What follows belongs to an exercise in optimizing a design on an open flow for a short achievable clock period and few clock cycles per item; a production flow would make more cautious choices.
The RTL was checked by simulation tests, not by an equivalence proof against the original design.
Power and IR drop assume default switching activity.

[flow/config.mk]
export PLATFORM = sky130hd
export DESIGN_NAME = murmur2_hash_bucket_select
export DESIGN_NICKNAME = murmur2_hash_bucket_select
export VERILOG_FILES = /design/flow/design.v
export SDC_FILE = /design/flow/constraint.sdc
export NUM_CORES = 4
export LEC_CHECK = 0
export CAP_MARGIN = 20
export CORE_MARGIN = 2
export CORE_UTILIZATION = 55
export SETUP_SLACK_MARGIN = 5
export SLEW_MARGIN = 20
[flow/constraint.sdc]
create_clock -name core_clock -period 9.0 [get_ports {clk}]
set_input_delay 1.8000 -clock core_clock [delete_from_list [all_inputs] [get_ports {clk}]]
set_output_delay 1.8000 -clock core_clock [all_outputs]
set_load 0.01 [all_outputs]
[flow/design.v]
package mhbs_pkg;
  localparam int unsigned HASH_W        = 32;
  localparam int unsigned CNT_W         = 5;
  localparam int unsigned IDX_W         = 4;
  localparam int unsigned KLEN_W        = 8;
  localparam logic [HASH_W-1:0] MIX_MUL    = 32'h5bd1_e995;
  localparam int unsigned       MIX_SHIFT  = 24;
  localparam int unsigned       FIN_SHIFT1 = 13;
  localparam int unsigned       FIN_SHIFT2 = 15;
  localparam logic [HASH_W-1:0] RESET_SEED    = 32'h1234_abcd;
  localparam logic [CNT_W-1:0]  RESET_SERVERS = 5'd2;
  localparam logic [CNT_W-1:0]  MAX_SERVERS   = 5'd16;
  localparam logic CFG_IDX_SEED    = 1'b0;
  localparam logic CFG_IDX_SERVERS = 1'b1;
  localparam int unsigned MOD_BITS   = 4;
  localparam int unsigned MOD_STAGES = HASH_W / MOD_BITS;
  function automatic logic [HASH_W-1:0] mul_m(logic [HASH_W-1:0] x);
    mul_m = x + (x << 2) + (x << 4) - (x << 7) + (x << 9) + (x << 11)
          - (x << 13) + (x << 17) + (x << 20) - (x << 22) - (x << 26)
          - (x << 29) + (x << 31);
  endfunction
  function automatic logic [IDX_W-1:0] mod_step(logic [IDX_W-1:0] rem,
                                                 logic bit_in,
                                                 logic [CNT_W-1:0] div);
    logic [CNT_W-1:0] t;
    t = {rem, bit_in};
    if (t >= div) begin
      t = t - div;
    end
    mod_step = t[IDX_W-1:0];
  endfunction
endpackage
module murmur2_hash_bucket_select (
  input  logic        clk,
  input  logic        rst_n,
  input  logic        in_valid,
  output logic        in_stall,
  input  logic [31:0] in_data_word,
  input  logic [2:0]  in_valid_bytes,
  input  logic        in_last_word,
  input  logic [7:0]  in_key_length,
  output logic        out_valid,
  input  logic        out_stall,
  output logic [3:0]  out_bucket,
  output logic [31:0] out_hash_value,
  input  logic        cfg_valid,
  output logic        cfg_ready,
  input  logic        cfg_index,
  input  logic [31:0] cfg_data
);
  localparam int W  = mhbs_pkg::HASH_W;
  localparam int NS = mhbs_pkg::MOD_STAGES;
  localparam int MB = mhbs_pkg::MOD_BITS;
  localparam int QD   = 48;           
  localparam int QA   = 6;
  localparam int RD   = 32;           
  localparam int RA   = 5;
  localparam int SQ_W = RA + 1;       
  localparam int RW   = 90;           
  localparam int QE_W = 32 + 3 + 1 + 1 + 8 + RA;
  logic [W-1:0]                 seed_r;
  logic [mhbs_pkg::CNT_W-1:0]   servers_r;
  logic [mhbs_pkg::CNT_W-1:0]   div_r;
  always_ff @(posedge clk) begin
    if (!rst_n) begin
      seed_r    <= mhbs_pkg::RESET_SEED;
      servers_r <= mhbs_pkg::RESET_SERVERS;
    end else if (cfg_valid) begin
      if (cfg_index == mhbs_pkg::CFG_IDX_SEED) seed_r <= cfg_data;
      else                                     servers_r <= cfg_data[mhbs_pkg::CNT_W-1:0];
    end
  end
  always_ff @(posedge clk) begin
    if (servers_r == '0)                        div_r <= mhbs_pkg::CNT_W'(1);
    else if (servers_r > mhbs_pkg::MAX_SERVERS) div_r <= mhbs_pkg::MAX_SERVERS;
    else                                        div_r <= servers_r;
  end
  assign cfg_ready = 1'b1;
  logic              in_stall_r;
  logic              in_acc;
  logic              in_key_r, cur_lane_r, pick_r;
  logic [SQ_W-1:0]   seq_r, head_r;
  logic [RA-1:0]     cur_seq_r;
  logic              lane_now;
  logic [RA-1:0]     seq_now;
  logic              in_rdy_r;
  assign in_stall = in_stall_r;
  assign in_acc   = in_valid && in_rdy_r;
  assign lane_now = in_key_r ? cur_lane_r : pick_r;
  assign seq_now  = in_key_r ? cur_seq_r : seq_r[RA-1:0];
  logic              i0_v, i0_lane;
  logic [QE_W-1:0]   i0_d;
  always_ff @(posedge clk) begin
    if (!rst_n) begin
      i0_v     <= 1'b0;
      in_key_r <= 1'b0;
      seq_r    <= '0;
    end else begin
      i0_v <= in_acc;
      if (in_acc) begin
        in_key_r <= !in_last_word;
        if (!in_key_r) seq_r <= seq_r + 1'b1;
      end
    end
  end
  always_ff @(posedge clk) begin
    if (in_acc) begin
      cur_lane_r <= lane_now;
      cur_seq_r  <= seq_now;
    end
    i0_lane <= lane_now;
    i0_d    <= {seq_now, in_key_length, !in_key_r, in_last_word,
                in_valid_bytes, in_data_word};
  end
  logic [QE_W-1:0] q_mem0 [QD];
  logic [QE_W-1:0] q_mem1 [QD];
  logic [QA-1:0]   q_wp [2];
  logic [QA-1:0]   q_rp [2];
  logic [QA:0]     q_cnt [2];
  logic            ph_r;              
  logic            q_push [2];
  logic            q_pop  [2];
  for (genvar l = 0; l < 2; l++) begin : g_q
    assign q_push[l] = i0_v && (i0_lane == l);
    assign q_pop[l]  = (ph_r == l) && (q_cnt[l] != '0);
    always_ff @(posedge clk) begin
      if (!rst_n) begin
        q_wp[l]  <= '0;
        q_rp[l]  <= '0;
        q_cnt[l] <= '0;
      end else begin
        if (q_push[l]) q_wp[l] <= (q_wp[l] == QA'(QD - 1)) ? '0 : q_wp[l] + 1'b1;
        if (q_pop[l])  q_rp[l] <= (q_rp[l] == QA'(QD - 1)) ? '0 : q_rp[l] + 1'b1;
        q_cnt[l] <= q_cnt[l] + (q_push[l] ? 1'b1 : 1'b0) - (q_pop[l] ? 1'b1 : 1'b0);
      end
    end
  end
  always_ff @(posedge clk) begin
    if (q_push[0]) q_mem0[q_wp[0]] <= i0_d;
    if (q_push[1]) q_mem1[q_wp[1]] <= i0_d;
  end
  always_ff @(posedge clk) begin
    if (!rst_n) ph_r <= 1'b0;
    else        ph_r <= !ph_r;
  end
  logic [QA:0] occ0, occ1;
  logic        in_key_nxt, lane_nxt;
  assign occ0 = q_cnt[0] + ((i0_v && !i0_lane) ? 1'b1 : 1'b0);
  assign occ1 = q_cnt[1] + ((i0_v &&  i0_lane) ? 1'b1 : 1'b0);
  assign in_key_nxt = in_acc ? !in_last_word : in_key_r;
  assign lane_nxt   = in_acc ? lane_now : cur_lane_r;
  logic full0, full1, rob_full;
  assign full0    = (occ0 >= (QA+1)'(QD - 3));
  assign full1    = (occ1 >= (QA+1)'(QD - 3));
  assign rob_full = ((seq_r - head_r) >= SQ_W'(RD - 3));
  always_ff @(posedge clk) begin
    if (!rst_n) begin
      in_stall_r <= 1'b0;
      in_rdy_r   <= 1'b1;
      pick_r     <= 1'b0;
    end else begin
      if (in_key_nxt) begin
        in_stall_r <=   lane_nxt ? full1 : full0;
        in_rdy_r   <= !(lane_nxt ? full1 : full0);
      end else begin
        in_stall_r <=   (full0 && full1) || rob_full;
        in_rdy_r   <= !((full0 && full1) || rob_full);
      end
      if (occ0 < occ1)      pick_r <= 1'b0;
      else if (occ1 < occ0) pick_r <= 1'b1;
      else                  pick_r <= !pick_r;
    end
  end
  logic            d0_v;
  logic [QE_W-1:0] d0_g [QD/8];
  logic [2:0]      d0_grp;
  logic [QE_W-1:0] d0_d;
  always_ff @(posedge clk) begin
    if (!rst_n) d0_v <= 1'b0;
    else        d0_v <= q_pop[0] || q_pop[1];
  end
  always_ff @(posedge clk) begin
    for (int g = 0; g < QD/8; g++) begin
      d0_g[g] <= ph_r ? q_mem1[{3'(g), q_rp[1][2:0]}] : q_mem0[{3'(g), q_rp[0][2:0]}];
    end
    d0_grp <= ph_r ? q_rp[1][5:3] : q_rp[0][5:3];
  end
  assign d0_d = d0_g[d0_grp];
  logic [W-1:0]  d0_w;
  logic [2:0]    d0_nb;
  logic          d0_last, d0_first;
  logic [7:0]    d0_klen;
  logic [RA-1:0] d0_seq;
  assign {d0_seq, d0_klen, d0_first, d0_last, d0_nb, d0_w} = d0_d;
  logic          d1_v, d1_blk, d1_tl, d1_last, d1_first;
  logic [W-1:0]  d1_w, d1_x;
  logic [7:0]    d1_klen;
  logic [RA-1:0] d1_seq;
  logic [W-1:0]  tmask;
  always_comb begin
    unique case (d0_nb[1:0])
      2'd1:    tmask = 32'h0000_00ff;
      2'd2:    tmask = 32'h0000_ffff;
      default: tmask = 32'h00ff_ffff;
    endcase
  end
  always_ff @(posedge clk) begin
    if (!rst_n) d1_v <= 1'b0;
    else        d1_v <= d0_v;
  end
  always_ff @(posedge clk) begin
    d1_w     <= d0_w;
    d1_blk   <= d0_nb[2];
    d1_tl    <= !d0_nb[2] && (d0_nb[1:0] != 2'd0);
    d1_x     <= (!d0_nb[2] && (d0_nb[1:0] != 2'd0)) ? (d0_w & tmask) : '0;
    d1_last  <= d0_last;
    d1_first <= d0_first;
    d1_klen  <= d0_klen;
    d1_seq   <= d0_seq;
  end
  logic          e_v   [1:5];
  logic          e_blk [1:5];
  logic          e_tl  [1:5];
  logic          e_last[1:5];
  logic          e_first[1:5];
  logic [W-1:0]  e_x   [1:5];
  logic [RA-1:0] e_seq [1:5];
  always_ff @(posedge clk) begin
    if (!rst_n) begin
      for (int i = 1; i <= 5; i++) e_v[i] <= 1'b0;
    end else begin
      e_v[1] <= d1_v;
      for (int i = 2; i <= 5; i++) e_v[i] <= e_v[i-1];
    end
  end
  always_ff @(posedge clk) begin
    e_blk[1]   <= d1_blk;
    e_tl[1]    <= d1_tl;
    e_last[1]  <= d1_last;
    e_first[1] <= d1_first;
    e_x[1]     <= d1_x;
    e_seq[1]   <= d1_seq;
    for (int i = 2; i <= 5; i++) begin
      e_blk[i]   <= e_blk[i-1];
      e_tl[i]    <= e_tl[i-1];
      e_last[i]  <= e_last[i-1];
      e_first[i] <= e_first[i-1];
      e_x[i]     <= e_x[i-1];
      e_seq[i]   <= e_seq[i-1];
    end
  end
  logic [RW-1:0] e1_kr, e4_kr, e4_ir, t1r, t4r, t5r;
  logic [W-1:0]  e2_k, e2_init, e3_t, e3_ix, e3_init, e4_init, e5_k, e5_p, e5_init;
  logic [7:0]    e1_klen;
  logic [W-1:0]  t2s, t2c, t5ks, t5kc, t5is, t5ic;
  mhbs_mul_lo u_e1 (.x(d1_w), .r(t1r));
  mhbs_mul_hi u_e2 (.r(e1_kr), .s(t2s), .c(t2c));
  mhbs_mul_lo u_e4k (.x(e3_t),  .r(t4r));
  mhbs_mul_lo u_e4i (.x(e3_ix), .r(t5r));
  mhbs_mul_hi u_e5k (.r(e4_kr), .s(t5ks), .c(t5kc));
  mhbs_mul_hi u_e5i (.r(e4_ir), .s(t5is), .c(t5ic));
  always_ff @(posedge clk) begin
    e1_kr   <= t1r;
    e1_klen <= d1_klen;
    e2_k    <= t2s + t2c;
    e2_init <= seed_r ^ W'(e1_klen);
    e3_t    <= e2_k ^ (e2_k >> mhbs_pkg::MIX_SHIFT);
    e3_ix   <= e2_init ^ e_x[2];
    e3_init <= e2_init;
    e4_kr   <= t4r;
    e4_ir   <= t5r;
    e4_init <= e3_init;
    e5_k    <= t5ks + t5kc;
    e5_p    <= t5is + t5ic;
    e5_init <= e4_init;
  end
  logic         e6_first, e6_mul, e6_last;
  logic [W-1:0] e6_y, e6_r;
  logic [RA-1:0] e6_seq;
  always_ff @(posedge clk) begin
    if (!rst_n) begin
      e6_first <= 1'b0;
      e6_mul   <= 1'b0;
      e6_last  <= 1'b0;
    end else begin
      e6_first <= e_v[5] && e_first[5];
      e6_mul   <= e_v[5] && (e_blk[5] || e_tl[5]);
      e6_last  <= e_v[5] && e_last[5];
    end
  end
  always_ff @(posedge clk) begin
    e6_y   <= (e_v[5] && e_blk[5]) ? e5_k : '0;
    e6_seq <= e_seq[5];
    if (e_blk[5])     e6_r <= e5_p ^ e5_k;
    else if (e_tl[5]) e6_r <= e5_p;
    else              e6_r <= e5_init;
  end
  logic [W-1:0]  hb_r;
  logic [RW-1:0] ra_rows, ra_rows_r;
  logic [W-1:0]  ra_hy, ra_y, ra_r;
  logic          ra_first, ra_mul, ra_last;
  logic [RA-1:0] ra_seq;
  mhbs_mul_lo u_lo (.x(hb_r), .r(ra_rows));
  always_ff @(posedge clk) begin
    if (!rst_n) begin
      ra_first <= 1'b0;
      ra_mul   <= 1'b0;
      ra_last  <= 1'b0;
    end else begin
      ra_first <= e6_first;
      ra_mul   <= e6_mul;
      ra_last  <= e6_last;
    end
  end
  always_ff @(posedge clk) begin
    ra_rows_r <= ra_rows;
    ra_hy     <= hb_r ^ e6_y;
    ra_y      <= e6_y;
    ra_r      <= e6_r;
    ra_seq    <= e6_seq;
  end
  logic [W-1:0] rb_s, rb_c, rb_p, hb_out, hb_nxt, xn;
  assign xn = e_v[5] ? e_x[5] : '0;
  mhbs_mul_hi u_hi (.r(ra_rows_r), .s(rb_s), .c(rb_c));
  assign rb_p = rb_s + rb_c;
  always_comb begin
    if (ra_first)    hb_out = ra_r;
    else if (ra_mul) hb_out = rb_p ^ ra_y;
    else             hb_out = ra_hy;
  end
  always_comb begin
    if (ra_first)    hb_nxt = ra_r ^ xn;
    else if (ra_mul) hb_nxt = rb_p ^ (ra_y ^ xn);
    else             hb_nxt = ra_hy ^ xn;
  end
  always_ff @(posedge clk) begin
    hb_r <= hb_nxt;
  end
  logic          fv [0:4];
  logic [RA-1:0] fq [0:4];
  logic [W-1:0]  fh0, ft1, fb3, fz4;
  logic [RW-1:0] fr2, tfr;
  logic [W-1:0]  tfs, tfc;
  always_ff @(posedge clk) begin
    if (!rst_n) begin
      for (int i = 0; i <= 4; i++) fv[i] <= 1'b0;
    end else begin
      fv[0] <= ra_last;
      for (int i = 1; i <= 4; i++) fv[i] <= fv[i-1];
    end
  end
  mhbs_mul_lo u_f2 (.x(ft1), .r(tfr));
  mhbs_mul_hi u_f3 (.r(fr2), .s(tfs), .c(tfc));
  always_ff @(posedge clk) begin
    fq[0] <= ra_seq;
    for (int i = 1; i <= 4; i++) fq[i] <= fq[i-1];
    fh0 <= hb_out;
    ft1 <= fh0 ^ (fh0 >> mhbs_pkg::FIN_SHIFT1);
    fr2 <= tfr;
    fb3 <= tfs + tfc;
    fz4 <= fb3 ^ (fb3 >> mhbs_pkg::FIN_SHIFT2);
  end
  logic [7:0] dmul_r [1:15];
  always_ff @(posedge clk) begin
    for (int q = 1; q < 16; q++) dmul_r[q] <= 8'(q) * 8'(div_r);
  end
  logic                       rv  [NS+1];
  logic [W-1:0]               rh  [NS+1];
  logic [mhbs_pkg::IDX_W-1:0] rr  [NS+1];
  logic [RA-1:0]              rq  [NS+1];
  assign rv[0] = fv[4];
  assign rh[0] = fz4;
  assign rr[0] = '0;
  assign rq[0] = fq[4];
  for (genvar s = 0; s < NS; s++) begin : g_mod
    logic [7:0]  t;
    logic [15:0] ge;
    logic [3:0]  nrem;
    always_comb begin
      t = {rr[s], rh[s][W-1-s*MB -: MB]};
      ge[0] = 1'b1;
      for (int q = 1; q < 16; q++) ge[q] = (t >= dmul_r[q]);
      nrem = ge[1] ? '0 : t[3:0];
      for (int q = 1; q < 16; q++) begin
        if (ge[q] && (q == 15 || !ge[(q+1) % 16])) nrem = nrem | (t[3:0] - dmul_r[q][3:0]);
      end
    end
    always_ff @(posedge clk) begin
      if (!rst_n) rv[s+1] <= 1'b0;
      else        rv[s+1] <= rv[s];
    end
    always_ff @(posedge clk) begin
      rh[s+1] <= rh[s];
      rr[s+1] <= nrem;
      rq[s+1] <= rq[s];
    end
  end
  logic [W+mhbs_pkg::IDX_W-1:0] rob_mem [RD];
  logic [RD-1:0]                rob_v;
  logic                         pf_v;
  logic [W+mhbs_pkg::IDX_W-1:0] pf_d;
  logic                         cur_v;
  logic [W+mhbs_pkg::IDX_W-1:0] cur_d;
  logic                         out_valid_r;
  logic [mhbs_pkg::IDX_W-1:0]   out_idx_r;
  logic [W-1:0]                 out_hash_r;
  logic                         load, pf_free, head_v, take;
  assign load    = !cur_v || !out_stall;
  assign pf_free = !pf_v || load;
  assign head_v  = rob_v[head_r[RA-1:0]];
  assign take    = pf_free && head_v;
  always_ff @(posedge clk) begin
    if (!rst_n) begin
      rob_v       <= '0;
      head_r      <= '0;
      pf_v        <= 1'b0;
      cur_v       <= 1'b0;
      out_valid_r <= 1'b0;
    end else begin
      for (int i = 0; i < RD; i++) begin
        if (rv[NS] && (rq[NS] == RA'(i)))             rob_v[i] <= 1'b1;
        else if (take && (head_r[RA-1:0] == RA'(i)))  rob_v[i] <= 1'b0;
      end
      if (take)    head_r <= head_r + 1'b1;
      if (pf_free) pf_v <= head_v;
      cur_v       <= load ? pf_v : out_valid_r;
      out_valid_r <= load ? pf_v : cur_v;
    end
  end
  always_ff @(posedge clk) begin
    if (rv[NS])  rob_mem[rq[NS]] <= {rr[NS], rh[NS]};
    if (pf_free) pf_d <= rob_mem[head_r[RA-1:0]];
    cur_d                   <= load ? pf_d : {out_idx_r, out_hash_r};
    {out_idx_r, out_hash_r} <= load ? pf_d : cur_d;
  end
  assign out_valid      = out_valid_r;
  assign out_bucket     = out_idx_r;
  assign out_hash_value = out_hash_r;
endmodule
module mhbs_mul_lo (
  input  logic [31:0] x,
  output logic [89:0] r
);
  logic t1;
  logic t2;
  logic t3;
  logic t4;
  logic t5;
  logic t6;
  logic t7;
  logic t8;
  logic t9;
  logic t10;
  logic t11;
  logic t12;
  logic t13;
  logic t14;
  logic t15;
  logic t16;
  logic t17;
  logic t18;
  logic t19;
  logic t20;
  logic t21;
  logic t22;
  logic t23;
  logic t24;
  logic t25;
  logic t26;
  logic t27;
  logic t28;
  logic t29;
  logic t30;
  logic t31;
  logic t32;
  logic t33;
  logic t34;
  logic t35;
  logic t36;
  logic t37;
  logic t38;
  logic t39;
  logic t40;
  logic t41;
  logic t42;
  logic t43;
  logic t44;
  logic t45;
  logic t46;
  logic t47;
  logic t48;
  logic t49;
  logic t50;
  logic t51;
  logic t52;
  logic t53;
  logic t54;
  logic t55;
  logic t56;
  logic t57;
  logic t58;
  logic t59;
  logic t60;
  logic t61;
  logic t62;
  logic t63;
  logic t64;
  logic t65;
  logic t66;
  logic t67;
  logic t68;
  logic t69;
  logic t70;
  logic t71;
  logic t72;
  logic t73;
  logic t74;
  logic t75;
  logic t76;
  logic t77;
  logic t78;
  logic t79;
  logic t80;
  logic t81;
  logic t82;
  logic t83;
  logic t84;
  logic t85;
  logic t86;
  logic t87;
  logic t88;
  logic t89;
  logic t90;
  logic t91;
  logic t92;
  logic t93;
  logic t94;
  logic t95;
  logic t96;
  logic t97;
  logic t98;
  logic t99;
  logic t100;
  logic t101;
  logic t102;
  logic t103;
  logic t104;
  logic t105;
  logic t106;
  logic t107;
  logic t108;
  logic t109;
  logic t110;
  logic t111;
  logic t112;
  logic t113;
  logic t114;
  logic t115;
  logic t116;
  logic t117;
  logic t118;
  logic t119;
  logic t120;
  logic t121;
  logic t122;
  logic t123;
  logic t124;
  logic t125;
  logic t126;
  logic t127;
  logic t128;
  logic t129;
  logic t130;
  logic t131;
  logic t132;
  logic t133;
  logic t134;
  logic t135;
  logic t136;
  logic t137;
  logic t138;
  logic t139;
  logic t140;
  logic t141;
  logic t142;
  logic t143;
  logic t144;
  logic t145;
  logic t146;
  logic t147;
  logic t148;
  logic t149;
  logic t150;
  logic t151;
  logic t152;
  logic t153;
  logic t154;
  logic t155;
  logic t156;
  logic t157;
  logic t158;
  logic t159;
  logic t160;
  logic t161;
  logic t162;
  logic t163;
  logic t164;
  logic t165;
  logic t166;
  logic t167;
  logic t168;
  logic t169;
  logic t170;
  logic t171;
  logic t172;
  logic t173;
  logic t174;
  logic t175;
  logic t176;
  logic t177;
  logic t178;
  logic t179;
  logic t180;
  logic t181;
  logic t182;
  logic t183;
  logic t184;
  logic t185;
  logic t186;
  logic t187;
  logic t188;
  logic t189;
  logic t190;
  logic t191;
  logic t192;
  logic t193;
  logic t194;
  logic t195;
  logic t196;
  logic t197;
  logic t198;
  logic t199;
  logic t200;
  logic t201;
  logic t202;
  logic t203;
  logic t204;
  logic t205;
  logic t206;
  logic t207;
  logic t208;
  logic t209;
  logic t210;
  logic t211;
  logic t212;
  logic t213;
  logic t214;
  logic t215;
  logic t216;
  logic t217;
  logic t218;
  logic t219;
  logic t220;
  logic t221;
  logic t222;
  logic t223;
  logic t224;
  logic t225;
  logic t226;
  logic t227;
  logic t228;
  logic t229;
  logic t230;
  logic t231;
  logic t232;
  logic t233;
  logic t234;
  logic t235;
  logic t236;
  logic t237;
  logic t238;
  logic t239;
  logic t240;
  logic t241;
  logic t242;
  logic t243;
  logic t244;
  logic t245;
  logic t246;
  logic t247;
  logic t248;
  logic t249;
  logic t250;
  logic t251;
  logic t252;
  logic t253;
  logic t254;
  logic t255;
  logic t256;
  logic t257;
  logic t258;
  logic t259;
  logic t260;
  logic t261;
  logic t262;
  logic t263;
  logic t264;
  logic t265;
  logic t266;
  logic t267;
  logic t268;
  logic t269;
  logic t270;
  logic t271;
  logic t272;
  logic t273;
  logic t274;
  assign t1 = x[22] ^ x[20] ^ x[18];
  assign t2 = (x[22] & x[20]) | (x[22] & x[18]) | (x[20] & x[18]);
  assign t3 = x[23] ^ x[21] ^ x[19];
  assign t4 = (x[23] & x[21]) | (x[23] & x[19]) | (x[21] & x[19]);
  assign t5 = x[24] ^ x[22] ^ x[20];
  assign t6 = (x[24] & x[22]) | (x[24] & x[20]) | (x[22] & x[20]);
  assign t7 = x[25] ^ x[23] ^ x[21];
  assign t8 = (x[25] & x[23]) | (x[25] & x[21]) | (x[23] & x[21]);
  assign t9 = x[26] ^ x[24] ^ x[22];
  assign t10 = (x[26] & x[24]) | (x[26] & x[22]) | (x[24] & x[22]);
  assign t11 = ~x[19] ^ x[17] ^ x[15];
  assign t12 = (~x[19] & x[17]) | (~x[19] & x[15]) | (x[17] & x[15]);
  assign t13 = x[27] ^ x[25] ^ x[23];
  assign t14 = (x[27] & x[25]) | (x[27] & x[23]) | (x[25] & x[23]);
  assign t15 = ~x[20] ^ x[18] ^ x[16];
  assign t16 = (~x[20] & x[18]) | (~x[20] & x[16]) | (x[18] & x[16]);
  assign t17 = x[28] ^ x[26] ^ x[24];
  assign t18 = (x[28] & x[26]) | (x[28] & x[24]) | (x[26] & x[24]);
  assign t19 = ~x[21] ^ x[19] ^ x[17];
  assign t20 = (~x[21] & x[19]) | (~x[21] & x[17]) | (x[19] & x[17]);
  assign t21 = x[29] ^ x[27] ^ x[25];
  assign t22 = (x[29] & x[27]) | (x[29] & x[25]) | (x[27] & x[25]);
  assign t23 = ~x[22] ^ x[20] ^ x[18];
  assign t24 = (~x[22] & x[20]) | (~x[22] & x[18]) | (x[20] & x[18]);
  assign t25 = ~x[16] ^ x[12] ^ x[9];
  assign t26 = (~x[16] & x[12]) | (~x[16] & x[9]) | (x[12] & x[9]);
  assign t27 = x[30] ^ x[28] ^ x[26];
  assign t28 = (x[30] & x[28]) | (x[30] & x[26]) | (x[28] & x[26]);
  assign t29 = ~x[23] ^ x[21] ^ x[19];
  assign t30 = (~x[23] & x[21]) | (~x[23] & x[19]) | (x[21] & x[19]);
  assign t31 = ~x[17] ^ x[13] ^ x[10];
  assign t32 = (~x[17] & x[13]) | (~x[17] & x[10]) | (x[13] & x[10]);
  assign t33 = x[31] ^ x[29] ^ x[27];
  assign t34 = (x[31] & x[29]) | (x[31] & x[27]) | (x[29] & x[27]);
  assign t35 = ~x[24] ^ x[22] ^ x[20];
  assign t36 = (~x[24] & x[22]) | (~x[24] & x[20]) | (x[22] & x[20]);
  assign t37 = ~x[18] ^ x[14] ^ x[11];
  assign t38 = (~x[18] & x[14]) | (~x[18] & x[11]) | (x[14] & x[11]);
  assign t39 = ~x[9] ^ ~x[5];
  assign t40 = ~x[9] & ~x[5];
  assign t41 = x[13] ^ x[11] ^ x[9];
  assign t42 = (x[13] & x[11]) | (x[13] & x[9]) | (x[11] & x[9]);
  assign t43 = x[14] ^ x[12] ^ x[10];
  assign t44 = (x[14] & x[12]) | (x[14] & x[10]) | (x[12] & x[10]);
  assign t45 = x[15] ^ x[13] ^ x[11];
  assign t46 = (x[15] & x[13]) | (x[15] & x[11]) | (x[13] & x[11]);
  assign t47 = x[16] ^ x[14] ^ x[12];
  assign t48 = (x[16] & x[14]) | (x[16] & x[12]) | (x[14] & x[12]);
  assign t49 = x[17] ^ x[15] ^ x[13];
  assign t50 = (x[17] & x[15]) | (x[17] & x[13]) | (x[15] & x[13]);
  assign t51 = ~x[10] ^ x[8];
  assign t52 = ~x[10] & x[8];
  assign t53 = x[18] ^ x[16] ^ x[14];
  assign t54 = (x[18] & x[16]) | (x[18] & x[14]) | (x[16] & x[14]);
  assign t55 = ~x[11] ^ x[9] ^ x[7];
  assign t56 = (~x[11] & x[9]) | (~x[11] & x[7]) | (x[9] & x[7]);
  assign t57 = x[19] ^ x[17] ^ x[15];
  assign t58 = (x[19] & x[17]) | (x[19] & x[15]) | (x[17] & x[15]);
  assign t59 = ~x[12] ^ x[10] ^ x[8];
  assign t60 = (~x[12] & x[10]) | (~x[12] & x[8]) | (x[10] & x[8]);
  assign t61 = x[20] ^ x[18] ^ x[16];
  assign t62 = (x[20] & x[18]) | (x[20] & x[16]) | (x[18] & x[16]);
  assign t63 = ~x[13] ^ x[11] ^ x[9];
  assign t64 = (~x[13] & x[11]) | (~x[13] & x[9]) | (x[11] & x[9]);
  assign t65 = ~x[7] ^ x[3];
  assign t66 = ~x[7] & x[3];
  assign t67 = x[21] ^ x[19] ^ x[17];
  assign t68 = (x[21] & x[19]) | (x[21] & x[17]) | (x[19] & x[17]);
  assign t69 = ~x[14] ^ x[12] ^ x[10];
  assign t70 = (~x[14] & x[12]) | (~x[14] & x[10]) | (x[12] & x[10]);
  assign t71 = ~x[8] ^ x[4] ^ x[1];
  assign t72 = (~x[8] & x[4]) | (~x[8] & x[1]) | (x[4] & x[1]);
  assign t73 = t1 ^ ~x[15] ^ x[13];
  assign t74 = (t1 & ~x[15]) | (t1 & x[13]) | (~x[15] & x[13]);
  assign t75 = x[11] ^ ~x[9] ^ x[5];
  assign t76 = (x[11] & ~x[9]) | (x[11] & x[5]) | (~x[9] & x[5]);
  assign t77 = x[2] ^ ~x[0] ^ 1'b1;
  assign t78 = (x[2] & ~x[0]) | (x[2] & 1'b1) | (~x[0] & 1'b1);
  assign t79 = t3 ^ ~x[16] ^ x[14];
  assign t80 = (t3 & ~x[16]) | (t3 & x[14]) | (~x[16] & x[14]);
  assign t81 = x[12] ^ ~x[10] ^ x[6];
  assign t82 = (x[12] & ~x[10]) | (x[12] & x[6]) | (~x[10] & x[6]);
  assign t83 = x[3] ^ ~x[1] ^ t2;
  assign t84 = (x[3] & ~x[1]) | (x[3] & t2) | (~x[1] & t2);
  assign t85 = t5 ^ ~x[17] ^ x[15];
  assign t86 = (t5 & ~x[17]) | (t5 & x[15]) | (~x[17] & x[15]);
  assign t87 = x[13] ^ ~x[11] ^ x[7];
  assign t88 = (x[13] & ~x[11]) | (x[13] & x[7]) | (~x[11] & x[7]);
  assign t89 = x[4] ^ ~x[2] ^ t4;
  assign t90 = (x[4] & ~x[2]) | (x[4] & t4) | (~x[2] & t4);
  assign t91 = t7 ^ ~x[18] ^ x[16];
  assign t92 = (t7 & ~x[18]) | (t7 & x[16]) | (~x[18] & x[16]);
  assign t93 = x[14] ^ ~x[12] ^ x[8];
  assign t94 = (x[14] & ~x[12]) | (x[14] & x[8]) | (~x[12] & x[8]);
  assign t95 = x[5] ^ ~x[3] ^ t6;
  assign t96 = (x[5] & ~x[3]) | (x[5] & t6) | (~x[3] & t6);
  assign t97 = t9 ^ t11 ^ ~x[13];
  assign t98 = (t9 & t11) | (t9 & ~x[13]) | (t11 & ~x[13]);
  assign t99 = x[9] ^ x[6] ^ ~x[4];
  assign t100 = (x[9] & x[6]) | (x[9] & ~x[4]) | (x[6] & ~x[4]);
  assign t101 = ~x[0] ^ 1'b1 ^ t8;
  assign t102 = (~x[0] & 1'b1) | (~x[0] & t8) | (1'b1 & t8);
  assign t103 = t13 ^ t15 ^ ~x[14];
  assign t104 = (t13 & t15) | (t13 & ~x[14]) | (t15 & ~x[14]);
  assign t105 = x[10] ^ x[7] ^ ~x[5];
  assign t106 = (x[10] & x[7]) | (x[10] & ~x[5]) | (x[7] & ~x[5]);
  assign t107 = ~x[1] ^ t10 ^ t12;
  assign t108 = (~x[1] & t10) | (~x[1] & t12) | (t10 & t12);
  assign t109 = t17 ^ t19 ^ ~x[15];
  assign t110 = (t17 & t19) | (t17 & ~x[15]) | (t19 & ~x[15]);
  assign t111 = x[11] ^ x[8] ^ ~x[6];
  assign t112 = (x[11] & x[8]) | (x[11] & ~x[6]) | (x[8] & ~x[6]);
  assign t113 = ~x[2] ^ t14 ^ t16;
  assign t114 = (~x[2] & t14) | (~x[2] & t16) | (t14 & t16);
  assign t115 = t21 ^ t23 ^ t25;
  assign t116 = (t21 & t23) | (t21 & t25) | (t23 & t25);
  assign t117 = ~x[7] ^ ~x[3] ^ ~x[0];
  assign t118 = (~x[7] & ~x[3]) | (~x[7] & ~x[0]) | (~x[3] & ~x[0]);
  assign t119 = 1'b1 ^ t18 ^ t20;
  assign t120 = (1'b1 & t18) | (1'b1 & t20) | (t18 & t20);
  assign t121 = t27 ^ t29 ^ t31;
  assign t122 = (t27 & t29) | (t27 & t31) | (t29 & t31);
  assign t123 = ~x[8] ^ ~x[4] ^ ~x[1];
  assign t124 = (~x[8] & ~x[4]) | (~x[8] & ~x[1]) | (~x[4] & ~x[1]);
  assign t125 = t22 ^ t24 ^ t26;
  assign t126 = (t22 & t24) | (t22 & t26) | (t24 & t26);
  assign t127 = t33 ^ t35 ^ t37;
  assign t128 = (t33 & t35) | (t33 & t37) | (t35 & t37);
  assign t129 = t39 ^ ~x[2] ^ x[0];
  assign t130 = (t39 & ~x[2]) | (t39 & x[0]) | (~x[2] & x[0]);
  assign t131 = t28 ^ t30 ^ t32;
  assign t132 = (t28 & t30) | (t28 & t32) | (t30 & t32);
  assign t133 = x[7] ^ x[5];
  assign t134 = x[7] & x[5];
  assign t135 = x[8] ^ x[6];
  assign t136 = x[8] & x[6];
  assign t137 = x[9] ^ x[7] ^ x[5];
  assign t138 = (x[9] & x[7]) | (x[9] & x[5]) | (x[7] & x[5]);
  assign t139 = x[10] ^ x[8] ^ x[6];
  assign t140 = (x[10] & x[8]) | (x[10] & x[6]) | (x[8] & x[6]);
  assign t141 = x[11] ^ x[9] ^ x[7];
  assign t142 = (x[11] & x[9]) | (x[11] & x[7]) | (x[9] & x[7]);
  assign t143 = ~x[4] ^ x[2];
  assign t144 = ~x[4] & x[2];
  assign t145 = x[12] ^ x[10] ^ x[8];
  assign t146 = (x[12] & x[10]) | (x[12] & x[8]) | (x[10] & x[8]);
  assign t147 = ~x[5] ^ x[3] ^ x[1];
  assign t148 = (~x[5] & x[3]) | (~x[5] & x[1]) | (x[3] & x[1]);
  assign t149 = t41 ^ ~x[6] ^ x[4];
  assign t150 = (t41 & ~x[6]) | (t41 & x[4]) | (~x[6] & x[4]);
  assign t151 = x[2] ^ ~x[0] ^ 1'b1;
  assign t152 = (x[2] & ~x[0]) | (x[2] & 1'b1) | (~x[0] & 1'b1);
  assign t153 = t43 ^ ~x[7] ^ x[5];
  assign t154 = (t43 & ~x[7]) | (t43 & x[5]) | (~x[7] & x[5]);
  assign t155 = x[3] ^ ~x[1] ^ t42;
  assign t156 = (x[3] & ~x[1]) | (x[3] & t42) | (~x[1] & t42);
  assign t157 = t45 ^ ~x[8] ^ x[6];
  assign t158 = (t45 & ~x[8]) | (t45 & x[6]) | (~x[8] & x[6]);
  assign t159 = x[4] ^ ~x[2] ^ t44;
  assign t160 = (x[4] & ~x[2]) | (x[4] & t44) | (~x[2] & t44);
  assign t161 = t47 ^ ~x[9] ^ x[7];
  assign t162 = (t47 & ~x[9]) | (t47 & x[7]) | (~x[9] & x[7]);
  assign t163 = x[5] ^ ~x[3] ^ t46;
  assign t164 = (x[5] & ~x[3]) | (x[5] & t46) | (~x[3] & t46);
  assign t165 = t49 ^ t51 ^ x[6];
  assign t166 = (t49 & t51) | (t49 & x[6]) | (t51 & x[6]);
  assign t167 = ~x[4] ^ x[0] ^ t48;
  assign t168 = (~x[4] & x[0]) | (~x[4] & t48) | (x[0] & t48);
  assign t169 = t53 ^ t55 ^ ~x[5];
  assign t170 = (t53 & t55) | (t53 & ~x[5]) | (t55 & ~x[5]);
  assign t171 = x[1] ^ t50 ^ t52;
  assign t172 = (x[1] & t50) | (x[1] & t52) | (t50 & t52);
  assign t173 = t57 ^ t59 ^ ~x[6];
  assign t174 = (t57 & t59) | (t57 & ~x[6]) | (t59 & ~x[6]);
  assign t175 = x[2] ^ t54 ^ t56;
  assign t176 = (x[2] & t54) | (x[2] & t56) | (t54 & t56);
  assign t177 = t61 ^ t63 ^ t65;
  assign t178 = (t61 & t63) | (t61 & t65) | (t63 & t65);
  assign t179 = x[0] ^ t58 ^ t60;
  assign t180 = (x[0] & t58) | (x[0] & t60) | (t58 & t60);
  assign t181 = t67 ^ t69 ^ t71;
  assign t182 = (t67 & t69) | (t67 & t71) | (t69 & t71);
  assign t183 = t62 ^ t64 ^ t66;
  assign t184 = (t62 & t64) | (t62 & t66) | (t64 & t66);
  assign t185 = t73 ^ t75 ^ t77;
  assign t186 = (t73 & t75) | (t73 & t77) | (t75 & t77);
  assign t187 = t68 ^ t70 ^ t72;
  assign t188 = (t68 & t70) | (t68 & t72) | (t70 & t72);
  assign t189 = t79 ^ t81 ^ t83;
  assign t190 = (t79 & t81) | (t79 & t83) | (t81 & t83);
  assign t191 = t74 ^ t76 ^ t78;
  assign t192 = (t74 & t76) | (t74 & t78) | (t76 & t78);
  assign t193 = t85 ^ t87 ^ t89;
  assign t194 = (t85 & t87) | (t85 & t89) | (t87 & t89);
  assign t195 = t80 ^ t82 ^ t84;
  assign t196 = (t80 & t82) | (t80 & t84) | (t82 & t84);
  assign t197 = t91 ^ t93 ^ t95;
  assign t198 = (t91 & t93) | (t91 & t95) | (t93 & t95);
  assign t199 = t86 ^ t88 ^ t90;
  assign t200 = (t86 & t88) | (t86 & t90) | (t88 & t90);
  assign t201 = t97 ^ t99 ^ t101;
  assign t202 = (t97 & t99) | (t97 & t101) | (t99 & t101);
  assign t203 = t92 ^ t94 ^ t96;
  assign t204 = (t92 & t94) | (t92 & t96) | (t94 & t96);
  assign t205 = t103 ^ t105 ^ t107;
  assign t206 = (t103 & t105) | (t103 & t107) | (t105 & t107);
  assign t207 = t98 ^ t100 ^ t102;
  assign t208 = (t98 & t100) | (t98 & t102) | (t100 & t102);
  assign t209 = t109 ^ t111 ^ t113;
  assign t210 = (t109 & t111) | (t109 & t113) | (t111 & t113);
  assign t211 = t104 ^ t106 ^ t108;
  assign t212 = (t104 & t106) | (t104 & t108) | (t106 & t108);
  assign t213 = t115 ^ t117 ^ t119;
  assign t214 = (t115 & t117) | (t115 & t119) | (t117 & t119);
  assign t215 = t110 ^ t112 ^ t114;
  assign t216 = (t110 & t112) | (t110 & t114) | (t112 & t114);
  assign t217 = t121 ^ t123 ^ t125;
  assign t218 = (t121 & t123) | (t121 & t125) | (t123 & t125);
  assign t219 = t116 ^ t118 ^ t120;
  assign t220 = (t116 & t118) | (t116 & t120) | (t118 & t120);
  assign t221 = t127 ^ t129 ^ t131;
  assign t222 = (t127 & t129) | (t127 & t131) | (t129 & t131);
  assign t223 = t122 ^ t124 ^ t126;
  assign t224 = (t122 & t124) | (t122 & t126) | (t124 & t126);
  assign t225 = t133 ^ x[3];
  assign t226 = t133 & x[3];
  assign t227 = t135 ^ x[4] ^ ~x[1];
  assign t228 = (t135 & x[4]) | (t135 & ~x[1]) | (x[4] & ~x[1]);
  assign t229 = t137 ^ ~x[2] ^ x[0];
  assign t230 = (t137 & ~x[2]) | (t137 & x[0]) | (~x[2] & x[0]);
  assign t231 = t139 ^ ~x[3] ^ x[1];
  assign t232 = (t139 & ~x[3]) | (t139 & x[1]) | (~x[3] & x[1]);
  assign t233 = t141 ^ t143 ^ x[0];
  assign t234 = (t141 & t143) | (t141 & x[0]) | (t143 & x[0]);
  assign t235 = t145 ^ t147 ^ t142;
  assign t236 = (t145 & t147) | (t145 & t142) | (t147 & t142);
  assign t237 = t149 ^ t151 ^ t146;
  assign t238 = (t149 & t151) | (t149 & t146) | (t151 & t146);
  assign t239 = t153 ^ t155 ^ t150;
  assign t240 = (t153 & t155) | (t153 & t150) | (t155 & t150);
  assign t241 = t157 ^ t159 ^ t154;
  assign t242 = (t157 & t159) | (t157 & t154) | (t159 & t154);
  assign t243 = t161 ^ t163 ^ t158;
  assign t244 = (t161 & t163) | (t161 & t158) | (t163 & t158);
  assign t245 = t165 ^ t167 ^ t162;
  assign t246 = (t165 & t167) | (t165 & t162) | (t167 & t162);
  assign t247 = t169 ^ t171 ^ t166;
  assign t248 = (t169 & t171) | (t169 & t166) | (t171 & t166);
  assign t249 = t173 ^ t175 ^ t170;
  assign t250 = (t173 & t175) | (t173 & t170) | (t175 & t170);
  assign t251 = t177 ^ t179 ^ t174;
  assign t252 = (t177 & t179) | (t177 & t174) | (t179 & t174);
  assign t253 = t181 ^ t183 ^ t178;
  assign t254 = (t181 & t183) | (t181 & t178) | (t183 & t178);
  assign t255 = t185 ^ t187 ^ t182;
  assign t256 = (t185 & t187) | (t185 & t182) | (t187 & t182);
  assign t257 = t189 ^ t191 ^ t186;
  assign t258 = (t189 & t191) | (t189 & t186) | (t191 & t186);
  assign t259 = t193 ^ t195 ^ t190;
  assign t260 = (t193 & t195) | (t193 & t190) | (t195 & t190);
  assign t261 = t197 ^ t199 ^ t194;
  assign t262 = (t197 & t199) | (t197 & t194) | (t199 & t194);
  assign t263 = t201 ^ t203 ^ t198;
  assign t264 = (t201 & t203) | (t201 & t198) | (t203 & t198);
  assign t265 = t205 ^ t207 ^ t202;
  assign t266 = (t205 & t207) | (t205 & t202) | (t207 & t202);
  assign t267 = t209 ^ t211 ^ t206;
  assign t268 = (t209 & t211) | (t209 & t206) | (t211 & t206);
  assign t269 = t213 ^ t215 ^ t210;
  assign t270 = (t213 & t215) | (t213 & t210) | (t215 & t210);
  assign t271 = t217 ^ t219 ^ t214;
  assign t272 = (t217 & t219) | (t217 & t214) | (t219 & t214);
  assign t273 = t221 ^ t223 ^ t218;
  assign t274 = (t221 & t223) | (t221 & t218) | (t223 & t218);
  assign r[0] = x[0];
  assign r[1] = x[1];
  assign r[2] = x[2];
  assign r[3] = x[0];
  assign r[4] = x[3];
  assign r[5] = x[1];
  assign r[6] = x[4];
  assign r[7] = x[2];
  assign r[8] = x[0];
  assign r[9] = x[5];
  assign r[10] = x[3];
  assign r[11] = x[1];
  assign r[12] = x[6];
  assign r[13] = x[4];
  assign r[14] = x[2];
  assign r[15] = t225;
  assign r[16] = ~x[0];
  assign r[17] = 1'b1;
  assign r[18] = t227;
  assign r[19] = t134;
  assign r[20] = t226;
  assign r[21] = t229;
  assign r[22] = t136;
  assign r[23] = t228;
  assign r[24] = t231;
  assign r[25] = t138;
  assign r[26] = t230;
  assign r[27] = t233;
  assign r[28] = t140;
  assign r[29] = t232;
  assign r[30] = t235;
  assign r[31] = t144;
  assign r[32] = t234;
  assign r[33] = t237;
  assign r[34] = t148;
  assign r[35] = t236;
  assign r[36] = t239;
  assign r[37] = t152;
  assign r[38] = t238;
  assign r[39] = t241;
  assign r[40] = t156;
  assign r[41] = t240;
  assign r[42] = t243;
  assign r[43] = t160;
  assign r[44] = t242;
  assign r[45] = t245;
  assign r[46] = t164;
  assign r[47] = t244;
  assign r[48] = t247;
  assign r[49] = t168;
  assign r[50] = t246;
  assign r[51] = t249;
  assign r[52] = t172;
  assign r[53] = t248;
  assign r[54] = t251;
  assign r[55] = t176;
  assign r[56] = t250;
  assign r[57] = t253;
  assign r[58] = t180;
  assign r[59] = t252;
  assign r[60] = t255;
  assign r[61] = t184;
  assign r[62] = t254;
  assign r[63] = t257;
  assign r[64] = t188;
  assign r[65] = t256;
  assign r[66] = t259;
  assign r[67] = t192;
  assign r[68] = t258;
  assign r[69] = t261;
  assign r[70] = t196;
  assign r[71] = t260;
  assign r[72] = t263;
  assign r[73] = t200;
  assign r[74] = t262;
  assign r[75] = t265;
  assign r[76] = t204;
  assign r[77] = t264;
  assign r[78] = t267;
  assign r[79] = t208;
  assign r[80] = t266;
  assign r[81] = t269;
  assign r[82] = t212;
  assign r[83] = t268;
  assign r[84] = t271;
  assign r[85] = t216;
  assign r[86] = t270;
  assign r[87] = t273;
  assign r[88] = t220;
  assign r[89] = t272;
endmodule
module mhbs_mul_hi (
  input  logic [89:0] r,
  output logic [31:0] s,
  output logic [31:0] c
);
  logic t1;
  logic t2;
  logic t3;
  logic t4;
  logic t5;
  logic t6;
  logic t7;
  logic t8;
  logic t9;
  logic t10;
  logic t11;
  logic t12;
  logic t13;
  logic t14;
  logic t15;
  logic t16;
  logic t17;
  logic t18;
  logic t19;
  logic t20;
  logic t21;
  logic t22;
  logic t23;
  logic t24;
  logic t25;
  logic t26;
  logic t27;
  logic t28;
  logic t29;
  logic t30;
  logic t31;
  logic t32;
  logic t33;
  logic t34;
  logic t35;
  logic t36;
  logic t37;
  logic t38;
  logic t39;
  logic t40;
  logic t41;
  logic t42;
  logic t43;
  logic t44;
  logic t45;
  logic t46;
  logic t47;
  logic t48;
  logic t49;
  logic t50;
  logic t51;
  logic t52;
  logic t53;
  logic t54;
  logic t55;
  logic t56;
  assign t1 = r[6] ^ r[7];
  assign t2 = r[6] & r[7];
  assign t3 = r[9] ^ r[10] ^ r[11];
  assign t4 = (r[9] & r[10]) | (r[9] & r[11]) | (r[10] & r[11]);
  assign t5 = r[12] ^ r[13] ^ r[14];
  assign t6 = (r[12] & r[13]) | (r[12] & r[14]) | (r[13] & r[14]);
  assign t7 = r[15] ^ r[16] ^ r[17];
  assign t8 = (r[15] & r[16]) | (r[15] & r[17]) | (r[16] & r[17]);
  assign t9 = r[18] ^ r[19] ^ r[20];
  assign t10 = (r[18] & r[19]) | (r[18] & r[20]) | (r[19] & r[20]);
  assign t11 = r[21] ^ r[22] ^ r[23];
  assign t12 = (r[21] & r[22]) | (r[21] & r[23]) | (r[22] & r[23]);
  assign t13 = r[24] ^ r[25] ^ r[26];
  assign t14 = (r[24] & r[25]) | (r[24] & r[26]) | (r[25] & r[26]);
  assign t15 = r[27] ^ r[28] ^ r[29];
  assign t16 = (r[27] & r[28]) | (r[27] & r[29]) | (r[28] & r[29]);
  assign t17 = r[30] ^ r[31] ^ r[32];
  assign t18 = (r[30] & r[31]) | (r[30] & r[32]) | (r[31] & r[32]);
  assign t19 = r[33] ^ r[34] ^ r[35];
  assign t20 = (r[33] & r[34]) | (r[33] & r[35]) | (r[34] & r[35]);
  assign t21 = r[36] ^ r[37] ^ r[38];
  assign t22 = (r[36] & r[37]) | (r[36] & r[38]) | (r[37] & r[38]);
  assign t23 = r[39] ^ r[40] ^ r[41];
  assign t24 = (r[39] & r[40]) | (r[39] & r[41]) | (r[40] & r[41]);
  assign t25 = r[42] ^ r[43] ^ r[44];
  assign t26 = (r[42] & r[43]) | (r[42] & r[44]) | (r[43] & r[44]);
  assign t27 = r[45] ^ r[46] ^ r[47];
  assign t28 = (r[45] & r[46]) | (r[45] & r[47]) | (r[46] & r[47]);
  assign t29 = r[48] ^ r[49] ^ r[50];
  assign t30 = (r[48] & r[49]) | (r[48] & r[50]) | (r[49] & r[50]);
  assign t31 = r[51] ^ r[52] ^ r[53];
  assign t32 = (r[51] & r[52]) | (r[51] & r[53]) | (r[52] & r[53]);
  assign t33 = r[54] ^ r[55] ^ r[56];
  assign t34 = (r[54] & r[55]) | (r[54] & r[56]) | (r[55] & r[56]);
  assign t35 = r[57] ^ r[58] ^ r[59];
  assign t36 = (r[57] & r[58]) | (r[57] & r[59]) | (r[58] & r[59]);
  assign t37 = r[60] ^ r[61] ^ r[62];
  assign t38 = (r[60] & r[61]) | (r[60] & r[62]) | (r[61] & r[62]);
  assign t39 = r[63] ^ r[64] ^ r[65];
  assign t40 = (r[63] & r[64]) | (r[63] & r[65]) | (r[64] & r[65]);
  assign t41 = r[66] ^ r[67] ^ r[68];
  assign t42 = (r[66] & r[67]) | (r[66] & r[68]) | (r[67] & r[68]);
  assign t43 = r[69] ^ r[70] ^ r[71];
  assign t44 = (r[69] & r[70]) | (r[69] & r[71]) | (r[70] & r[71]);
  assign t45 = r[72] ^ r[73] ^ r[74];
  assign t46 = (r[72] & r[73]) | (r[72] & r[74]) | (r[73] & r[74]);
  assign t47 = r[75] ^ r[76] ^ r[77];
  assign t48 = (r[75] & r[76]) | (r[75] & r[77]) | (r[76] & r[77]);
  assign t49 = r[78] ^ r[79] ^ r[80];
  assign t50 = (r[78] & r[79]) | (r[78] & r[80]) | (r[79] & r[80]);
  assign t51 = r[81] ^ r[82] ^ r[83];
  assign t52 = (r[81] & r[82]) | (r[81] & r[83]) | (r[82] & r[83]);
  assign t53 = r[84] ^ r[85] ^ r[86];
  assign t54 = (r[84] & r[85]) | (r[84] & r[86]) | (r[85] & r[86]);
  assign t55 = r[87] ^ r[88] ^ r[89];
  assign t56 = (r[87] & r[88]) | (r[87] & r[89]) | (r[88] & r[89]);
  assign s[0] = r[0];
  assign c[0] = 1'b0;
  assign s[1] = r[1];
  assign c[1] = 1'b0;
  assign s[2] = r[2];
  assign c[2] = r[3];
  assign s[3] = r[4];
  assign c[3] = r[5];
  assign s[4] = t1;
  assign c[4] = r[8];
  assign s[5] = t3;
  assign c[5] = t2;
  assign s[6] = t5;
  assign c[6] = t4;
  assign s[7] = t7;
  assign c[7] = t6;
  assign s[8] = t9;
  assign c[8] = t8;
  assign s[9] = t11;
  assign c[9] = t10;
  assign s[10] = t13;
  assign c[10] = t12;
  assign s[11] = t15;
  assign c[11] = t14;
  assign s[12] = t17;
  assign c[12] = t16;
  assign s[13] = t19;
  assign c[13] = t18;
  assign s[14] = t21;
  assign c[14] = t20;
  assign s[15] = t23;
  assign c[15] = t22;
  assign s[16] = t25;
  assign c[16] = t24;
  assign s[17] = t27;
  assign c[17] = t26;
  assign s[18] = t29;
  assign c[18] = t28;
  assign s[19] = t31;
  assign c[19] = t30;
  assign s[20] = t33;
  assign c[20] = t32;
  assign s[21] = t35;
  assign c[21] = t34;
  assign s[22] = t37;
  assign c[22] = t36;
  assign s[23] = t39;
  assign c[23] = t38;
  assign s[24] = t41;
  assign c[24] = t40;
  assign s[25] = t43;
  assign c[25] = t42;
  assign s[26] = t45;
  assign c[26] = t44;
  assign s[27] = t47;
  assign c[27] = t46;
  assign s[28] = t49;
  assign c[28] = t48;
  assign s[29] = t51;
  assign c[29] = t50;
  assign s[30] = t53;
  assign c[30] = t52;
  assign s[31] = t55;
  assign c[31] = t54;
endmodule
[flow/flow/run.sh]
#!/bin/bash
set -euo pipefail
bash standard.sh SETUP_SLACK_MARGIN=5.7 finish > standard_make.log 2>&1
[flow/standard.sh]
#!/bin/bash
# synth_recipe.tcl (not shown) runs the flow's synth.tcl, then flattens the netlist and writes it again
# the make line also repeats each setting of config.mk as NAME=value (left out here)
make -C /OpenROAD-flow-scripts/flow DESIGN_CONFIG=/design/flow/config.mk WORK_HOME=/design/flow/orfs CLKGATE_MAP_FILE= SYNTH_SCRIPT=/design/flow/synth_recipe.tcl "${@:-finish}"
==> run summary <==
## cells by family (layout without fill, tap and decap cells)
logic type | after synthesis | after routing | share of synthesized area
XOR/XNOR | 592 | 592 | 0.0159
AND/OR/NAND/NOR | 2010 | 2018 | 0.0298
buffers and inverters | 1622 | 3211 | 0.0187
flip-flops | 8234 | 8234 | 0.690
other | 1 | 39 | 0.0000115
adder cells (fa/ha/maj) | 1678 | 1678 | 0.0824
multiplexers | 1913 | 1913 | 0.119
AO/OA/AOI/OAI | 2279 | 2280 | 0.0446
## metal layers
metal  vias up  share of wire  global-route usage
li1      72000              -                   -
met3      1260          0.069              0.0390
met5         -       0.000099                   0
met2      6437           0.48               0.478
met4        12          0.035              0.0895
met1     89600           0.42               0.425
## final timing paths
path | from | depth (start not counted) | slack (ns) | endpoint
setup / recovery | e4_ir[10]$_DFF_P_ | 13 | 5.39 | e5_p[30]$_DFF_P_
hold / removal | fz4[3]$_DFF_P_ | 0 | 0.26 | rh[1][3]$_DFF_P_
setup reg to reg | e4_ir[10]$_DFF_P_ | 13 | 5.39 | e5_p[30]$_DFF_P_
hold reg to reg | fz4[3]$_DFF_P_ | 0 | 0.26 | rh[1][3]$_DFF_P_
## registers in the layout (all words and copies together) (netlist names), 81 cells and up, named ones only
signal	count
e_x	120
e1_kr	81
d0_g	300
e4_ir	81
fr2	81
q_mem1	2400
ra_rows_r	81
rh	256
e4_kr	81
q_mem0	2400
rob_mem	1152
## power breakdown
part	leakage, uW	internal (uW)	switching, uW	total, uW
sequential	0.0727	46100	4860	51000
combinational	0.0412	19300	23900	43100
clock	0.0134	19500	14600	34100
## synth_stat cells, drive strengths merged, types with 9 or more instances
| master | instances |
|---|---|
| xnor2 | 368 |
| inv | 953 |
| o211ai | 18 |
| nor2b | 400 |
| fa | 783 |
| dfxtp | 2241 |
| mux2 | 12 |
| nand2 | 651 |
| nand2b | 67 |
| a21o | 189 |
| o21ai | 350 |
| or4 | 15 |
| mux4 | 1570 |
| nand3 | 89 |
| xor2 | 224 |
| mux2i | 331 |
| nand3b | 11 |
| a2111oi | 29 |
| and2 | 64 |
| o21a | 168 |
| o22ai | 44 |
| nor3 | 74 |
| nor2 | 464 |
| or3 | 16 |
| or3b | 9 |
| a21oi | 756 |
| ha | 895 |
| o22a | 21 |
| a221oi | 36 |
| and3 | 73 |
| a21boi | 29 |
| a31oi | 48 |
| edfxtp | 5993 |
| o31ai | 9 |
| a22oi | 46 |
| a211oi | 382 |
| a21bo | 10 |
| nor4 | 18 |
| a211o | 11 |
| clkbuf | 476 |
| or2 | 13 |
| nand4 | 23 |
| o21bai | 36 |
| buf | 193 |
## layout make-up
cell class,count,share of cell area
Multi-Input combinational cell,8482,0.264
Clock buffer,1177,0.0634
Timing Repair inverter,1,0.0000203
Antenna cell,38,0.000257
Inverter,953,0.00984
Tap cell,7810,0.0264
Sequential cell,8234,0.608
Timing Repair Buffer,707,0.0183
Clock inverter,373,0.0103
## through the flow
step	cell area, sq um	power, uW
2_1_floorplan	327000	78500
3_3_place_gp	339000	92700
3_5_place_dp	339000	92800
4_1_cts	369000	128000
5_1_grt	370000	136000
6_report	370000	128000
## placed cells by master (no fill, tap or decap), types with 128 or more instances in the layout
cell type / synthesis / layout
edfxtp_1: 5993 / 5993
dfxtp_1: 2241 / 2071
mux4_2: 1570 / 1570
inv_1: 949 / 934
ha_1: 895 / 854
clkbuf_16: 0 / 844
fa_1: 783 / 769
a21oi_1: 756 / 710
nand2_1: 651 / 639
buf_4: 1 / 462
nor2b_1: 399 / 397
a211oi_1: 382 / 374
xnor2_1: 368 / 360
nor2_1: 464 / 331
mux2i_1: 331 / 330
o21ai_0: 267 / 248
xor2_1: 224 / 223
clkbuf_1: 476 / 212
a21o_1: 189 / 188
o21a_1: 168 / 167
clkinv_2: 0 / 142
nor2_4: 0 / 128
## critical path, cell delays in order (launching register included)
cell	delay (ns)
dfxtp_2	0.34
fa_1	0.59
ha_4	0.23
o21a_1	0.19
o31a_1	0.15
o211a_1	0.25
o31a_1	0.27
a31o_1	0.21
o41a_1	0.36
a41o_1	0.22
o22a_2	0.21
buf_4	0.14
a311oi_2	0.26
xnor2_1	0.15
## repair_timing
action | CTS | global route
buffers inserted | 117 | 94
resized for setup | 405 | 232
endpoints found under the setup margin | 2491 | 847
pin swaps | 72 | 80
cloned | 12 | 7
==> metrics.md <==
| Metric | Value |
|---|---|
| Outcome | `no timing/DRC/antenna violations` |
| Net total in the final layout | `21000` |
| Drt pass-1 iters | `6` |
| Post-Syn Nets | `20100` |
| Area delta synth->final | `13.6%` |
| FILL cells | `42100` |
| Req. time, crit path | `~10 ns` |
| Vias in the first global route | `169000` |
| Top_reg_cell synth | `edfxtp_1` |
| Final count of hold timing violations | `0` |
| Grt ovf | `0` |
| Hold slack | `~0.26 ns` |
| Non-Filler Instances | `27800` |
| Site Rows | `approximately 280` |
| Clock skew | `0.108 ns` |
| Unrepaired setup endpoints after global routing | `true` |
| PD cells | `around 350 nW/um^2` |
| Post-synth EDFFs | `5993` |
| Type of the worst setup path | `flip-flop to flip-flop` |
| Dpl cells | `26000` |
| Die Span Y | `774 microns` |
| Clock latency on the worst-skew pair | `approximately 1.1 ns` |
| Peak supply drop | `374 uV` |
| CTS Sinks | `8234` |
| Dpl hpwl | `around 540 mm` |
| Hold buffers post-CTS | `0` |
| Flops & latches, synth | `8234` |
| Layout cells sized above 1 | `0.202` |
| Final WL | `896 mm` |
| Hold Crit Class | `flip-flop to flip-flop` |
| Core area | `590000 sq um` |
| Ys Warns | `21` |
| Worst-Margin Slew | `1.29 ns` |
| Seq/Total Area, Yosys | `0.690` |
| Mapped Area | `around 330000 sq um` |
| Number of max-cap violations | `0` |
| Leakage | `0.127 uW` |
| Worst EP arrival | `4.63 ns` |
| DR DRC count | `0` |
| Largest net degree at the start of global routing | `120` |
| CP Capture Type | `flip-flop` |
| First-pass GRT wire length | `1260 mm` |
| WL/cell | `around 32 microns` |
| Clock Tree Root | `clkbuf_16` |
| Full die area | `599000 sq um` |
| Antenna viol nets, final | `0` |
| Setup crit start kind | `flip-flop` |
| Final core utilization | `0.628` |
| Top cell type's share of synthesized area | `0.552` |
| Clk buf depth | `4` |
| Final Max Slew Viols | `0` |
| Multi-input gate area | `97600 sq um` |
| Routability cong. | `0.900` |
| Vias | `169000` |
| CTS buffer count | `818` |
| Yosys cell types | `just under 90` |
| Width of the chip | `between 700 and 800 microns` |
| IO Count | `between 100 and 150` |
| Total routing usage reported by global routing | `0.295` |
| Yosys top cell by area | `edfxtp_1` |
| Initial antenna violation count | `54` |
| Highest Clock Rate | `277 MHz` |
| Largest cells by area after synthesis | `edfxtp_1, dfxtp_1, mux4_2` |
| Fin crit period | `3.61 ns` |
| Worst Path Max Fanout | `4` |
| Setup ws final | `5.39 ns` |
| Async SR Flop Fraction | `0` |
| Setup TNS | `0 ns` |
| Clock slew at reported path FFs | `0.06 ns` |
| CTS tree | `built` |
| Dpl ws | `roughly 4.3 ns` |
| Avg Cell Area, Syn | `roughly 18 sq um` |
| Storage element area | `225000 sq um` |
| Setup violators final | `0` |
| Fin crit share | `0.401` |
| CTS HTree Levels | `6` |
| Cells after synthesis | `18300` |
| Slew margin rel. | `0.137` |
| Initial DRC count | `around 17000` |
| Initial Util | `0.552` |
| Input/output buffers | `roughly 120` |
| Via density | `approximately 6` |
Testbench counts, summed over its fixed seeds: cycles 20,755, keys 3,000.

-- what the ideal ports hide --
How much do the figures lean on ideal ports? The routed layout below was timed once more, with nothing changed but the port constraints. Step 1: set_driving_cell puts a clkbuf_16 on clk and a buf_2 on each other input, an assumption about the parent block. Step 2 moves the port delays by t, midway between the first and last clock arrival at a register: inputs arrive t later, outputs are due t later. That takes back most of the time a late clock gives input paths. a / b / c = no drivers / after step 1 / after step 2; a / b = the first two.
shift t [ns]: 1.239
setup WS [ns]: 5.387 / 5.387 / 4.828
worst setup path at the end: input to register
latest minus earliest clock arrival (ns): 0.135 / 0.135
slew at the worst register clock pin (ns): 0.07 / 0.07
After both steps setup and hold are still met in this run. The setup slack of this run moves by 0.000 ns with the drivers and by -0.559 ns with both steps.
